This design comes from an exercise in tuning for small area on the open sky130 flow, not from production work. Only simulation tests tie the RTL to the original design; equivalence was not proved. Power figures rest on the tool's default switching activity, not on a simulated workload.

===== flow/config.mk =====
export PLATFORM = sky130hd
export DESIGN_NAME = midi_synth_top
export DESIGN_NICKNAME = midi_synth_top
export VERILOG_FILES = /design/flow/design.v
export SDC_FILE = /design/flow/constraint.sdc
export NUM_CORES = 4
export LEC_CHECK = 0
export CAP_MARGIN = 20
export CORE_MARGIN = 2
export CORE_UTILIZATION = 40
export SLEW_MARGIN = 20

===== flow/constraint.sdc =====
create_clock -name core_clock -period 12.0 [get_ports {clk}]
set_input_delay 2.4000 -clock core_clock [delete_from_list [all_inputs] [get_ports {clk}]]
set_output_delay 2.4000 -clock core_clock [all_outputs]
set_load 0.01 [all_outputs]

===== flow/design.v =====
package midi_synth_pkg;
    localparam logic [1:0] ENV_OFF     = 2'd0;
    localparam logic [1:0] ENV_ATTACK  = 2'd1;
    localparam logic [1:0] ENV_HOLD    = 2'd2;
    localparam logic [1:0] ENV_RELEASE = 2'd3;
    localparam logic [6:0] NOTE_MIN = 7'd29;
    localparam logic [6:0] NOTE_MAX = 7'd91;
    localparam logic [7:0] SUS_MIN = 8'd64;
    localparam logic [7:0] MIN_GAIN = 8'd0;
    localparam logic [7:0] MAX_GAIN = 8'd128;
    localparam logic [6:0] SUSTAIN_CC = 7'd64;
endpackage
import midi_synth_pkg::*;
module midi_byte_parser (
    input  logic       clk,
    input  logic       reset,
    input  logic [7:0] midi_byte,
    input  logic       midi_valid,
    output logic       note_event,    
    output logic [5:0] ev_idx,        
    output logic       ev_on,         
    output logic       pedal          
);
    logic [1:0] st;
    logic [1:0] st_new;
    logic       have_first;
    logic [6:0] first_byte;
    logic       data_byte;
    logic       pair_done;
    logic [5:0] idx;
    logic       pedal_ev1, pedal_ev2, pedal_val;
    assign data_byte = midi_valid && !midi_byte[7] && (st != 2'd0);
    assign pair_done = data_byte && have_first;
    always_comb begin
        case (midi_byte)
            8'h80:   st_new = 2'd1;
            8'h90:   st_new = 2'd2;
            8'hB0:   st_new = 2'd3;
            default: st_new = 2'd0;
        endcase
    end
    always_comb begin
        idx = 6'(first_byte - NOTE_MIN + 7'd1);
        if (first_byte < NOTE_MIN || first_byte > NOTE_MAX) idx = 6'd0;
    end
    always_ff @(posedge clk) begin
        if (reset) begin
            st         <= 2'd0;
            have_first <= 1'b0;
            note_event <= 1'b0;
            pedal_ev1  <= 1'b0;
            pedal_ev2  <= 1'b0;
            pedal      <= 1'b0;
        end else begin
            note_event <= pair_done && (st != 2'd3) && (idx != 6'd0);
            pedal_ev1  <= pair_done && (st == 2'd3) && (first_byte == SUSTAIN_CC);
            pedal_ev2  <= pedal_ev1;
            if (pedal_ev2) pedal <= pedal_val;
            if (midi_valid && midi_byte[7] && midi_byte < 8'hF8) begin
                st         <= st_new;
                have_first <= 1'b0;
            end else if (data_byte) begin
                have_first <= !have_first;
            end
        end
    end
    always_ff @(posedge clk) begin
        if (data_byte && !have_first) first_byte <= midi_byte[6:0];
        if (pair_done) begin
            ev_idx    <= idx;
            ev_on     <= (st == 2'd2) && (midi_byte[6:0] != 7'd0);
            pedal_val <= midi_byte[6];
        end
    end
endmodule
module voice_allocator #(
    parameter int NUM_VOICES = 4
) (
    input  logic                       clk,
    input  logic                       reset,
    input  logic                       note_event,
    input  logic [5:0]                 ev_idx,
    input  logic                       ev_on,
    input  logic [NUM_VOICES-1:0]      voice_on,
    input  logic [NUM_VOICES-1:0][5:0] voice_note,
    output logic [NUM_VOICES-1:0]      update_voice
);
    logic [NUM_VOICES-1:0] target;
    logic                  found;
    always_comb begin
        target = '0;
        found  = 1'b0;
        for (int v = 0; v < NUM_VOICES; v++) begin
            if (!found && !voice_on[v] && !update_voice[v]) begin
                target[v] = ev_on;
                found     = 1'b1;
            end
        end
        for (int v = 0; v < NUM_VOICES; v++) begin
            if (!ev_on && voice_on[v] && (voice_note[v] == ev_idx)) target[v] = 1'b1;
        end
        if (!note_event) target = '0;
    end
    always_ff @(posedge clk) begin
        if (reset) update_voice <= '0;
        else       update_voice <= target;
    end
endmodule
import midi_synth_pkg::*;
module harmonic_dynamics #(
    parameter int ATTACK_TIME  = 75,
    parameter int SUSTAIN_TIME = 1400,
    parameter int REL_TIME     = 150
) (
    input  logic        clk,
    input  logic        reset,
    input  logic        key_down,        
    input  logic        key_up,          
    input  logic [5:0]  ev_idx,
    input  logic        generate_next,   
    input  logic        pedal,
    input  logic [15:0] sustain,         
    input  logic        zero_crossing,   
    output logic        voice_on,
    output logic [5:0]  note,
    output logic [7:0]  gain
);
    logic [1:0]  state;
    logic [15:0] count;
    logic        reach_sus;
    logic        due;
    logic        step;
    assign voice_on  = (state != ENV_OFF);
    assign reach_sus = (count >= sustain);
    always_comb begin
        case (state)
            ENV_ATTACK:  due = (count >= 16'(ATTACK_TIME));
            ENV_HOLD:    due = reach_sus;
            default:     due = pedal ? reach_sus : (count >= 16'(REL_TIME));
        endcase
    end
    assign step = !generate_next && due && zero_crossing;
    always_ff @(posedge clk) begin
        if (reset) begin
            state <= ENV_OFF;
            gain  <= MIN_GAIN;
        end else begin
            case (state)
                ENV_OFF: begin
                    if (key_down) state <= ENV_ATTACK;
                end
                ENV_ATTACK: begin
                    if (step) begin
                        if (gain == MAX_GAIN) state <= ENV_HOLD;
                        else                  gain  <= gain + 8'd1;
                    end
                end
                ENV_HOLD: begin
                    if (key_up) state <= ENV_RELEASE;
                    else if (step && gain != MIN_GAIN) gain <= gain - 8'd1;
                end
                default: begin
                    if (gain == MIN_GAIN) state <= ENV_OFF;
                    else if (step)        gain  <= gain - 8'd1;
                end
            endcase
        end
    end
    always_ff @(posedge clk) begin
        if (state == ENV_OFF || (state == ENV_HOLD && key_up)) begin
            count <= '0;
        end else if (generate_next) begin
            count <= count + 16'd1;
        end else if (step) begin
            count <= '0;
        end
        if (state == ENV_OFF) note <= key_down ? ev_idx : 6'd0;
    end
endmodule
import midi_synth_pkg::*;
module voice_oscillator #(
    parameter int NUM_VOICES = 4
) (
    input  logic                       clk,
    input  logic                       started,      
    input  logic                       tick,         
    input  logic                       wpass,        
    input  logic [1:0]                 slot,         
    input  logic [NUM_VOICES-1:0][5:0] voice_note,
    output logic [15:0]                head_sample,  
    output logic [NUM_VOICES-1:0]      zero_crossing
);
    function automatic [23:0] semitone_inc(input logic [3:0] semitone);
        case (semitone)
            4'd0:    semitone_inc = 24'd15257;
            4'd1:    semitone_inc = 24'd16164;
            4'd2:    semitone_inc = 24'd17125;
            4'd3:    semitone_inc = 24'd18143;
            4'd4:    semitone_inc = 24'd19222;
            4'd5:    semitone_inc = 24'd20365;
            4'd6:    semitone_inc = 24'd21576;
            4'd7:    semitone_inc = 24'd22859;
            4'd8:    semitone_inc = 24'd24218;
            4'd9:    semitone_inc = 24'd25658;
            4'd10:   semitone_inc = 24'd27184;
            default: semitone_inc = 24'd28800;
        endcase
    endfunction
    logic [3:0][23:0] ring;
    logic [5:0]       n1, n2, n3;     
    logic [5:0]       note;
    logic [5:0]       offset;
    logic [23:0]      inc;
    logic [23:0]      sum;
    logic             carry_next;
    logic [NUM_VOICES-1:0] zc_next;
    always_ff @(posedge clk) begin
        n3 <= voice_note[3];
        n2 <= tick ? voice_note[2] : n3;
        n1 <= tick ? voice_note[1] : n2;
    end
    assign note   = (slot == 2'd0) ? voice_note[0] : n1;
    assign offset = note - 6'd1;
    assign inc    = wpass ? (semitone_inc(4'(offset % 6'd12)) << (offset / 6'd12)) : 24'd0;
    assign sum    = ring[0] + inc;
    assign carry_next = ({1'b0, sum[22:0]} + inc) >= 24'h800000;
    always_ff @(posedge clk) begin
        ring[2:0] <= ring[3:1];
        if (!started || (wpass && note == 6'd0)) ring[3] <= '0;
        else                                     ring[3] <= sum;
    end
    for (genvar v = 0; v < NUM_VOICES; v++) begin : g_zc
        always_ff @(posedge clk) begin
            if (!started) zc_next[v] <= 1'b0;
            else if (wpass && slot == 2'(v)) zc_next[v] <= (note != 6'd0) && carry_next;
            if (tick) zero_crossing[v] <= zc_next[v];
        end
    end
    assign head_sample = {~ring[0][23], ring[0][22:8]};
endmodule
module voice_mixer #(
    parameter int NUM_VOICES    = 4,
    parameter int SAMPLE_DIVIDE = 1024
) (
    input  logic                        clk,
    input  logic                        reset,
    input  logic signed [15:0]          head_sample,
    input  logic [NUM_VOICES-1:0][7:0]  voice_gain,
    output logic                        started,
    output logic                        tick,
    output logic                        wpass,
    output logic [1:0]                  slot,
    output logic signed [15:0]          mix_sample,
    output logic                        mix_valid
);
    localparam int DIV_W = $clog2(SAMPLE_DIVIDE);
    logic [DIV_W-1:0]   div_count;
    logic [7:0]         ga, gb;        
    logic [7:0]         g;
    logic signed [17:0] acc;
    logic signed [23:0] prod;
    logic signed [24:0] sum;
    logic signed [17:0] nxt;
    always_ff @(posedge clk) begin
        if (reset) begin
            div_count <= '0;
            started   <= 1'b0;
        end else begin
            if (div_count == DIV_W'(SAMPLE_DIVIDE - 1)) begin
                div_count <= '0;
                started   <= 1'b1;
            end else begin
                div_count <= div_count + 1'b1;
            end
        end
    end
    assign tick  = started && (div_count == '0);
    assign wpass = started && (div_count < DIV_W'(NUM_VOICES));
    assign slot  = div_count[1:0];
    always_ff @(posedge clk) begin
        gb <= voice_gain[3];
        ga <= (slot == 2'd1) ? voice_gain[2] : gb;
    end
    assign g = (slot == 2'd0) ? voice_gain[0] : (slot == 2'd1) ? voice_gain[1] : ga;
    assign prod = head_sample * $signed({1'b0, g});
    assign sum  = ((slot == 2'd0) ? 25'sd0 : (25'(acc) <<< 7)) + 25'(prod);
    assign nxt = 18'(sum >>> 7);
    always_ff @(posedge clk) begin
        if (slot == 2'd3) begin
            if (nxt > 18'sd32767)       acc <= 18'sd32767;
            else if (nxt < -18'sd32768) acc <= -18'sd32768;
            else                        acc <= nxt;
        end else begin
            acc <= nxt;
        end
    end
    always_ff @(posedge clk) begin
        if (reset) mix_valid <= 1'b0;
        else       mix_valid <= wpass && (slot == 2'd3);
    end
    assign mix_sample = acc[15:0];
endmodule
import midi_synth_pkg::*;
module midi_synth_top #(
    parameter int NUM_VOICES    = 4,
    parameter int ATTACK_TIME   = 4,
    parameter int SUSTAIN_TIME  = 40,
    parameter int REL_TIME      = 8,
    parameter int SAMPLE_DIVIDE = 16
) (
    input  logic                        clk,
    input  logic                        reset,
    input  logic [7:0]                  midi_byte,
    input  logic                        midi_valid,
    input  logic [15:0]                 sustain_inc,
    output logic signed [15:0]          mix_sample,
    output logic                        mix_valid,
    output logic [NUM_VOICES-1:0]       voice_on,
    output logic [NUM_VOICES-1:0][7:0]  voice_gain
);
    logic                       note_event;
    logic [5:0]                 ev_idx;
    logic                       ev_on;
    logic                       pedal;
    logic [NUM_VOICES-1:0]      update_voice;
    logic [NUM_VOICES-1:0][5:0] voice_note;
    logic [NUM_VOICES-1:0]      zero_crossing;
    logic [15:0]                sustain;
    logic [15:0]                head_sample;
    logic                       started, tick, wpass;
    logic [1:0]                 slot;
    assign sustain = 16'(SUSTAIN_TIME) + sustain_inc;
    midi_byte_parser parser_i (
        .clk, .reset, .midi_byte, .midi_valid, .note_event, .ev_idx, .ev_on, .pedal
    );
    voice_allocator #(.NUM_VOICES(NUM_VOICES)) allocator_i (
        .clk, .reset, .note_event, .ev_idx, .ev_on, .voice_on, .voice_note, .update_voice
    );
    for (genvar v = 0; v < NUM_VOICES; v++) begin : g_voice
        harmonic_dynamics #(
            .ATTACK_TIME(ATTACK_TIME), .SUSTAIN_TIME(SUSTAIN_TIME), .REL_TIME(REL_TIME)
        ) envelope_i (
            .clk, .reset,
            .key_down(update_voice[v] && ev_on), .key_up(update_voice[v] && !ev_on),
            .ev_idx, .generate_next(tick), .pedal, .sustain,
            .zero_crossing(zero_crossing[v]),
            .voice_on(voice_on[v]), .note(voice_note[v]), .gain(voice_gain[v])
        );
    end
    voice_oscillator #(.NUM_VOICES(NUM_VOICES)) osc_i (
        .clk, .started, .tick, .wpass, .slot, .voice_note, .head_sample, .zero_crossing
    );
    voice_mixer #(.NUM_VOICES(NUM_VOICES), .SAMPLE_DIVIDE(SAMPLE_DIVIDE)) mixer_i (
        .clk, .reset, .head_sample, .voice_gain, .started, .tick, .wpass, .slot,
        .mix_sample, .mix_valid
    );
endmodule

===== flow/run.sh =====
#!/bin/bash
# synth_recipe.tcl (not shown) runs the flow's synth.tcl, then flattens the netlist and writes it again
# the make line also repeats each setting of config.mk as NAME=value (left out here)
make -C /OpenROAD-flow-scripts/flow DESIGN_CONFIG=/design/flow/config.mk WORK_HOME=/design/flow/orfs CLKGATE_MAP_FILE= SYNTH_SCRIPT=/design/flow/synth_recipe.tcl finish

==> notes.md <==
- Cells after synthesis: 2627
- Clock root buffer: clkbuf_16
- Max-cap viol count: 0
- Worst-path clk slew: 60 ps
- GPL Wtd Cong: 0.884
- Leakage power: 11.5 nW
- R2R depth: 42
- Endpoint, Worst Hold: osc_i.ring[4]
- Starting DRT DRC Count: 1183
- CP peak stage delay: 820 ps
- Hold-fix buffers, CTS: 0
- Die width: 244 um
- Synthesized area per cell: 8.76 um^2
- Port Buffers: between 70 and 80
- Number of H-tree levels: 2
- CP Class: register to register
- Status: timing/DRC/antenna clean
- Post-CTS Setup Inserts: 0
- Initial Utilization: 0.407
- Detailed-route DRC error count: 0
- HP Class: register to register
- EDFF count, synth: between 40 and 50
- Final Critical Period: between 10000 and 15000 ps
- Fin util: 0.455
- CP Capture Type: register
- Fin. Hold Viols: 0
- Maximum clock path buffer count: 3
- Met1 wire length: 28300 um
- Finish-stage setup viols: 0
- CTS Buf Count: 38
- Reg2reg start: mixer_i.div_count[0]
- Final #Nets: around 3000
- Critical Path AT: about 11000 ps
- Synth Area in Compound Gates: 0.168
- Sequential share of power: 0.181
- Mux cell area share after synthesis: 0.0309
- P_int: 3.30 mW
- Post-synth ARST share: 0
- Period utilisation layout: 0.848
- Slew HR: 0.368
- Via Count: between 15000 and 20000
- Grt ovf: 0
- Rows: 87
- Vias in the first global route: 18854
- Avg WL per Cell: 17.8 um
- Post-synthesis sequential area ratio: 0.294
- Met2 routed wirelength: ~28000 um
- Flops & latches, synth: 316
- Post-cts resize count: 0
- Combinational power share: 0.635
- Synth unique cells: 91
- Drt total wl: 61400 um
- Fillers: approximately 5500
- Fmax: around 100 MHz
- I/O Pins: 80
- Share of cells above drive strength 1: 0.0565
- Slowest cell on crit path: o41ai_1
- Max-slew violations: 0
- Area Growth Syn to Fin: 11.8%
- Main flop type after synthesis: dfxtp_1
- Antenna Cells: 0
- Hold Startpoint: osc_i.ring[28]
- Worst-Skew Late Latency: approximately 550 ps
- Post-Syn Area: 23000 um^2
- CP Max Fanout: 30
- Yosys warning count: 5
- Worst-Margin Slew: roughly 940 ps
- Initial antenna violation count: 0
- Hold depth: 0
- CTS Sinks: 316
- Post-route ant nets: 0
- Combined area of the multi-input logic cells: roughly 15000 um^2
- PD cells: 253 nW/um^2
- DR vias/cell: 5.46
- Max IR drop VDD: 0.000389 V
- Simple-Gate Fraction of Synth Area: 0.186
- CP required: between 10000 and 15000 ps
- RSZ-0062 raised after global routing: no
- Largest family of logic cells by synthesized area: adder cells
- R2R Setup Slk: 1820 ps
- Die H: approximately 240 um
- Gr usage total: 0.207
- CTS tree: built
- Clk_skew: 17.3 ps
- Post-Synth XOR/XNOR Area: 0.0506
- Top layer in use: met4
- Die area: 59500 um^2
- R2r endpoint: osc_i.zc_next[3]
- Clock network power share: 0.183
- Detailed Place HPWL: 47000 um
- Switching portion of total power: 0.494
- WL met3: 2690 um
- Net Count, Synth: between 2000 and 3000
- First-pass GRT wire length: around 100000 um
- Post-Synth Adder-Cell Area: 0.216
- Pre-Repair DR Iteration Count: 5
- Pin count of the biggest net entering global routing: 83
- Setup TNS: 0 ps
- Switching power total: between 3 and 4 mW
- Core area: 56600 um^2
- Storage element area: a little under 7000 um^2
- Setup crit start kind: register
-- state kept, by name, indices dropped and copies added (netlist names), 6 cells and up --
| register | count |
|---|---|
| g_voice.envelope_i.count | 64 |
| g_voice.envelope_i.gain | 32 |
| g_voice.envelope_i.note | 24 |
| g_voice.envelope_i.state | 8 |
| mixer_i.acc | 18 |
| mixer_i.ga | 8 |
| mixer_i.gb | 8 |
| osc_i.n1 | 6 |
| osc_i.n2 | 6 |
| osc_i.n3 | 6 |
| osc_i.ring | 96 |
| parser_i.ev_idx | 6 |
| parser_i.first_byte | 7 |
-- final cells by class --
class | instances | area share
clock buffer | 56 | 0.0451
multi-input combinational | 2001 | 0.583
inverter | 206 | 0.0300
tap | 756 | 0.0367
timing repair buffer | 100 | 0.0367
sequential | 316 | 0.262
clock inverter | 12 | 0.00564
-- per-layer routing --
metal,vias to the layer above,track usage
li1,9220,-
met1,9087,0.272
met2,400,0.343
met3,115,0.0330
met4,0,0.0760
met5,-,0
-- synthesized netlist by cell type, drive strengths merged (69+ instances only) --
cell / number / area [um^2]
fa: 104 / 2080
ha: 229 / 2870
xnor2: 78 / 717
nor2b: 109 / 682
dfxtp: 273 / 5470
o21ai: 152 / 764
clkbuf: 69 / 259
a21oi: 157 / 797
nand3: 73 / 365
inv: 203 / 762
nand2: 197 / 742
nor2: 237 / 897
a21o: 78 / 586
-- critical path, delay by kind of cell, from the launching register on --
family,cells,cell delay [ps]
AOI/OAI and AO/OA,18,4360
xor gates and xnor gates,2,600
adders and majority gates,6,1650
buffers and inverters,3,460
DFF,1,350
muxes,2,850
and+or+nand+nor,11,1750
-- cell usage in the layout, fill, tap and decap left out, types with 41 or more instances in the layout --
cell	n
clkdlybuf4s50_1	78
o21ai_0	140
nand2_1	195
ha_1	228
dfxtp_1	273
a21oi_1	152
nor2_1	236
nor2b_1	109
nor3_1	62
xor2_1	51
nand3_1	73
a21o_1	78
mux2i_1	47
edfxtp_1	43
inv_1	201
fa_1	104
a31oi_1	41
and3_1	55
xnor2_1	75
-- power groups by stage --
stage	registers, mW	clock network, mW	logic, mW
final	1.18	1.20	4.14
after CTS	1.18	1.22	4.03
after global routing	1.19	1.27	4.52
after detailed placement	1.20	0	4.02
after global placement	1.20	0	4.01
after floorplan	1.19	0	2.96
-- worst max path at each step --
stage,startpoint,endpoint
finish,mixer_i.div_count[0],osc_i.zc_next[3]
CTS,mixer_i.div_count[0],mixer_i.acc[10]
global route,mixer_i.div_count[0],osc_i.zc_next[3]
floorplan,mixer_i.div_count[0],osc_i.zc_next[0]
global placement,mixer_i.div_count[0],mixer_i.acc[0]
detailed placement,mixer_i.div_count[0],mixer_i.acc[0]
-- logic make-up after synthesis --
kind of cell             Yosys count
flip-flops                       316
adder cells (fa/ha/maj)          335
AND/OR/NAND/NOR                  874
XOR/XNOR                         129
buffers and inverters            310
multiplexers                      68
AO/OA/AOI/OAI                    595
-- stage by stage --
stage	setup slack (ps)	area, um^2	total power, mW	cells	hold WS [ps]
after floorplan	3390	23000	4.14	2627	310
after global placement	2170	24400	5.21	3379	310
after detailed placement	1870	24400	5.22	3379	312
after CTS	1860	25700	6.44	3447	306
after global routing	898	25700	6.97	3447	326
final	1820	25700	6.52	3447	313

what the ideal ports hide:
How much do the figures lean on ideal ports? The routed layout below was timed once more, with nothing changed but the port constraints. Step 1, drivers: a clkbuf_16 drives clk and a buf_2 each remaining input, both assumed. Step 2 times the ports against the registers' clock, not the clock port: input delays grow and output delays shrink by t, the midpoint of the rising clock arrivals with the driver on. Three values: no drivers, after step 1, after step 2; two values: the first two.
t (ns): 0.602
setup WS [ns]: 1.821 / 1.821 / 1.821
worst hold slack (ns): 0.313 / 0.313 / 0.313
slew at the worst register clock pin (ns): 0.06 / 0.06
worst data-port slew with drivers (ns): 0.04
After both steps this run still meets setup and hold. The setup slack of this run moves by 0.000 ns with the drivers and by 0.000 ns with both steps.
